Background: an optimization exercise with open tools, aiming at small area, a short achievable clock period and few clock cycles per item. Do not read the settings as production practice.
Where RTL was checked, it was by simulation tests only, not by an equivalence proof against the original.
Power and IR drop assume default switching activity.

Design classifierTop, start of the top module:
module classifierTop (
    input  wire                   i_clk100,
    input  wire                   i_rstN,
    input  wire cnnPkg::camBus_t  i_cam,
    input  wire                   i_start,
    input  wire                   i_cfgWr,
    input  wire [4-1:0] i_cfgAddr,
    input  wire [15:0]            i_cfgData,
    output logic                  o_busy,
    output logic                  o_done,
    output cnnPkg::score_t        o_score,
    output logic                  o_led
);
For scale: about 2700 cells after synthesis, roughly 69 I/O pins, about 0.033 sq mm of cells after synthesis.
Settings: LEC_CHECK=0, CAP_MARGIN=20, CORE_MARGIN=2, CORE_UTILIZATION=60, PLACE_DENSITY=0.75, SLEW_MARGIN=20; clock period 10.0 ns.
standard.sh (not shown) runs the stock make flow with config.mk's settings and CLKGATE_MAP_FILE= SYNTH_SCRIPT=/design/flow/synth_recipe.tcl, a recipe that flattens the netlist after the stock synthesis.
==> flow/flow/run.sh <==
#!/bin/bash
set -euo pipefail
bash standard.sh SETUP_SLACK_MARGIN=6.7 finish > standard.log 2>&1
Testbench counts at the start, summed over its fixed seeds: cycles 39,099, tiles 192.
Edit:
CORE_UTILIZATION = 40   (was 60)
CTS_BUF_LIST = sky130_fd_sc_hd__clkbuf_8   (was unset)
CTS_CLUSTER_SIZE = 30   (was unset)
PLACE_DENSITY = unset   (was 0.75)
Clock skew grows by 22 ps.
Design area grows by 0.57%.
Die area grows by 49%.
First-iteration DRC count grows by 19%.
Edit:
CTS_BUF_LIST = unset   (was sky130_fd_sc_hd__clkbuf_8)
CTS_CLUSTER_SIZE = unset   (was 30)
What happened: Combinational power is about the same. Flip-flop and latch count stays the same. Count of clock-buffer cells in the layout fell by 16. Area after synthesis does not change. Fmax climbs by 1.4%. Total power came out higher by about 3%.
Edit:
ABC_AREA = 1   (was unset)
What happened:
- global-route usage stays flat
- wire length hardly moves
- sequential share of layout area rises by 0.43 points
- clock skew goes down by 36 ps
- die area goes up by about 0.6%
- worst hold slack is worse by 4.9 ps
- clock-buffer cell count drops by 9
- utilization shrinks by 0.68 points
- setup slack got worse by 7.6 ps
- maximum frequency is about the same

== north ==
Another version of the RTL of classifierTop (not shown whole).
Size in the first run: ~560 flip-flops, about 69 I/O pins, about 29000 µm² of cells after synthesis.
clock: 10.0 ns
lec_check: 0
cap_margin: 20
core_margin: 2
core_utilization: 40
cts_cluster_diameter: 100
cts_cluster_size: 24
slew_margin: 20
synth_hierarchical: 1
==> flow/flow/run.sh <==
#!/bin/bash
set -euo pipefail
bash standard.sh SETUP_SLACK_MARGIN=6.5 "BUFFER_PORTS_ARGS=-buffer_cell sky130_fd_sc_hd__buf_2" finish > standard.log 2>&1
The inputs of south differ from those of north as listed below.
==> flow/flow/run.sh <==
#!/bin/bash
set -euo pipefail
bash standard.sh SETUP_SLACK_MARGIN=6.7 "BUFFER_PORTS_ARGS=-buffer_cell sky130_fd_sc_hd__buf_2" finish > standard.log 2>&1
Findings:
south ended up with a lower register share of total power than north did.
Changes observed in south relative to north: final instance area rose 1.6%; peak supply drop fell about 35%; worst reg2reg path depth about even; total track usage rose 0.54 points.
Time the worst path needs with I/O delays and setup: north and south compared, higher one is north
On total wire length, the higher figure sits with south, not north.
Taking north as the reference, in south timing-limited maximum frequency has increased; setup slack after placement has decreased.
No functional check of the RTL was part of any run of this note.

classifierTop, a different RTL version from the one above (not shown whole).
Size in the first run: about 590 flip-flops, roughly 69 I/O pins, ~0.031 mm² of cells after synthesis.
==> flow/design.v (excerpt) <==
module classifierTop (
    input  wire                   i_clk100,
    input  wire                   i_rstN,
    input  wire cnnPkg::camBus_t  i_cam,
    input  wire                   i_start,
    input  wire                   i_cfgWr,
    input  wire [4-1:0] i_cfgAddr,
    input  wire [15:0]            i_cfgData,
    output logic                  o_busy,
    output logic                  o_done,
    output cnnPkg::score_t        o_score,
    output logic                  o_led
);
export LEC_CHECK = 0
export ABC_AREA = 1
export CAP_MARGIN = 20
export CORE_MARGIN = 2
export CORE_UTILIZATION = 40
export CTS_CLUSTER_DIAMETER = 100
export CTS_CLUSTER_SIZE = 24
export SLEW_MARGIN = 20
export SYNTH_HIERARCHICAL = 1
create_clock -name core_clock -period 10.0 [get_ports {i_clk100}]
==> flow/flow/run.sh <==
#!/bin/bash
set -euo pipefail
bash standard.sh SETUP_SLACK_MARGIN=6.7 finish > standard.log 2>&1
Testbench counts at the start, summed over its fixed seeds: cycles 38,907, tiles 192.
==> next run, changes <==
ABC_AREA = not set   (was 1)
Cell area rises by 0.70%.
Via count falls by about 8%.
Wire length barely changes.
Global-route usage rises by 0.40 points.
Non-clock buffer count rises by 24.
Worst setup slack improves by 0.0054 ns.
Clock power rises by about 7%.
Worst hold slack improves by 0.019 ns.
Area after synthesis falls by 0.93%.
Final cell count falls by about 14%.
==> next run, changes <==
CTS_CLUSTER_DIAMETER = not set   (was 100)
CTS_CLUSTER_SIZE = not set   (was 24)
What happened: The new run went through all stages and came out clean. Worst setup slack loses 0.0033 ns. Cell area climbs by a few percent. Global-route usage climbs by 0.30 points. Final cell count grows slightly. Clock-buffer cell count goes up by 28. Clock power came out higher by well over a third. Non-clock buffer count rises by 3. Sequential share of layout area fell by 1.5 points.

run 1:
Another version of the RTL of classifierTop (not shown whole).
For scale: ~2300 cells after synthesis, ~550 flip-flops, ~69 I/O pins, ~30000 µm² of cells after synthesis.
Settings: LEC_CHECK=0, CAP_MARGIN=20, CORE_MARGIN=2, CORE_UTILIZATION=40, CTS_CLUSTER_DIAMETER=100, CTS_CLUSTER_SIZE=24, SLEW_MARGIN=20, SYNTH_HIERARCHICAL=1; clock period 10.0 ns.
Scripts as last shown in full above: flow/flow/run.sh
Testbench counts of run 1, summed over its fixed seeds: cycles 38,907, tiles 192.
Input-level comparison between run 2 and run 1:
Settings: setting ABC_AREA to 1 for the first time.
==> results.txt <==
Compared with run 1, maximum frequency in run 2 decreased slightly.
Compared run 1 against run 2; number of clock buffers inserted by TritonCTS within noise.
Delta (run 2 minus run 1): synthesis-stage register bit count ~0 delta, total vias in the final route moved up.
Compared with run 1, run 2 shows routed length on met2 that has gone down by a few percent.
Run 1 vs run 2, top contributor to total power: combinational logic vs registers
A highest routing layer actually used of met5 is what run 2 shows, while met4 belongs to run 1.
Run 2 ends up with a number of fill cells in the layout that is about 8% higher than in run 1.
In the reports for run 2 and run 1, the smaller areal power density over the cells belongs to run 2.
Measured against each other, run 2 and run 1 differ in total power, the higher figure coming from run 1.
Modified inputs, run 3 compared to run 2
Settings: removing ABC_AREA (formerly 1).
==> flow/flow/run.sh <==
#!/bin/bash
set -euo pipefail
bash standard.sh SETUP_SLACK_MARGIN=6.9 "BUFFER_PORTS_ARGS=-buffer_cell sky130_fd_sc_hd__buf_2" finish > standard.log 2>&1
### Flow results
Having completed the whole flow, run 3 delivered a layout that passed the timing, DRC and antenna checks.
Summary — global-route usage, run 3 relative to run 2: higher, by 0.59 points.
A largest power group of combinational logic is what run 3 shows, while registers belongs to run 2.
Sort run 2 and run 3 by count of instances resized after the clock tree is built, ascending, and run 2 comes first.
Tapcell count of run 3 falls short of that of run 2 slightly.
The run with more routed wire is run 3, not run 2.
Edits applied to the flow inputs when going from run 3 to run 4:
Settings: CTS_BUF_LIST newly set to sky130_fd_sc_hd__clkbuf_8 sky130_fd_sc_hd__clkbuf_16.
==> flow/flow/run.sh <==
#!/bin/bash
set -euo pipefail
bash standard.sh SETUP_SLACK_MARGIN=6.7 "BUFFER_PORTS_ARGS=-buffer_cell sky130_fd_sc_hd__buf_2" finish > standard.log 2>&1
Findings:
Compared with run 3, run 4 improves total power. The worst-skew pair later-pin latency of run 4 and that of run 3 are within noise of each other. Taking run 3 as the reference, in run 4 worst setup slack decreased by 59 ps relative to the old numbers; flip-flop and latch count closely matched the old numbers; peak clock frequency supported by timing decreased by 5.7 MHz relative to the old numbers; wire length decreased by 0.95% relative to the old numbers. [compare] base=run 3 new=run 4: sequential power moved up; internal power summed over all cells has decreased; combinational group share of total power shows a reduction of 1.5 points; global-route usage held.

[port drivers added, routing unchanged]
How much do the figures lean on ideal ports? The routed layouts below were timed once more, with nothing changed but the port constraints.
Step 1, drivers: a clkbuf_16 drives i_clk100 and a buf_2 each remaining input, both assumed.
Step 2 also shifts input and output timing later by t, the mid clock arrival at the registers, as if the neighbouring blocks saw the same clock.
Three values: ideal, step 1, step 2; two values: the first two.
run | shift t [ns] | slack for setup (ns) | worst data-port slew with drivers (ns)
the first run of note 1 | 0.679 | 6.737 / 6.685 / 6.187 | 0.09
the second run of note 1 | 0.752 | 6.699 / 6.636 / 6.360 | 0.04
the third run of note 1 | 0.686 | 6.746 / 6.678 / 6.201 | 0.04
the fourth run of note 1 | 0.677 | 6.738 / 6.698 / 6.146 | 0.09
north | 0.664 | 6.562 / 6.562 / 6.064 | 0.04
south | 0.666 | 6.772 / 6.743 / 6.151 | 0.04
the first run of note 3 | 0.669 | 6.737 / 6.675 / 6.210 | 0.08
the second run of note 3 | 0.679 | 6.742 / 6.677 / 6.165 | 0.06
the third run of note 3 | 0.699 | 6.739 / 6.693 / 6.165 | 0.06
run 1 | 0.669 | 6.760 / 6.696 / 6.417 | 0.06
run 2 | 0.669 | 6.748 / 6.685 / 6.152 | 0.05
run 3 | 0.655 | 6.814 / 6.789 / 6.365 | 0.05
run 4 | 0.668 | 6.755 / 6.731 / 6.199 | 0.05
After both steps setup and hold are still met in every run listed. For south, which loses most, drivers alone change the setup slack by -0.029 ns; drivers and shift together by -0.621 ns.
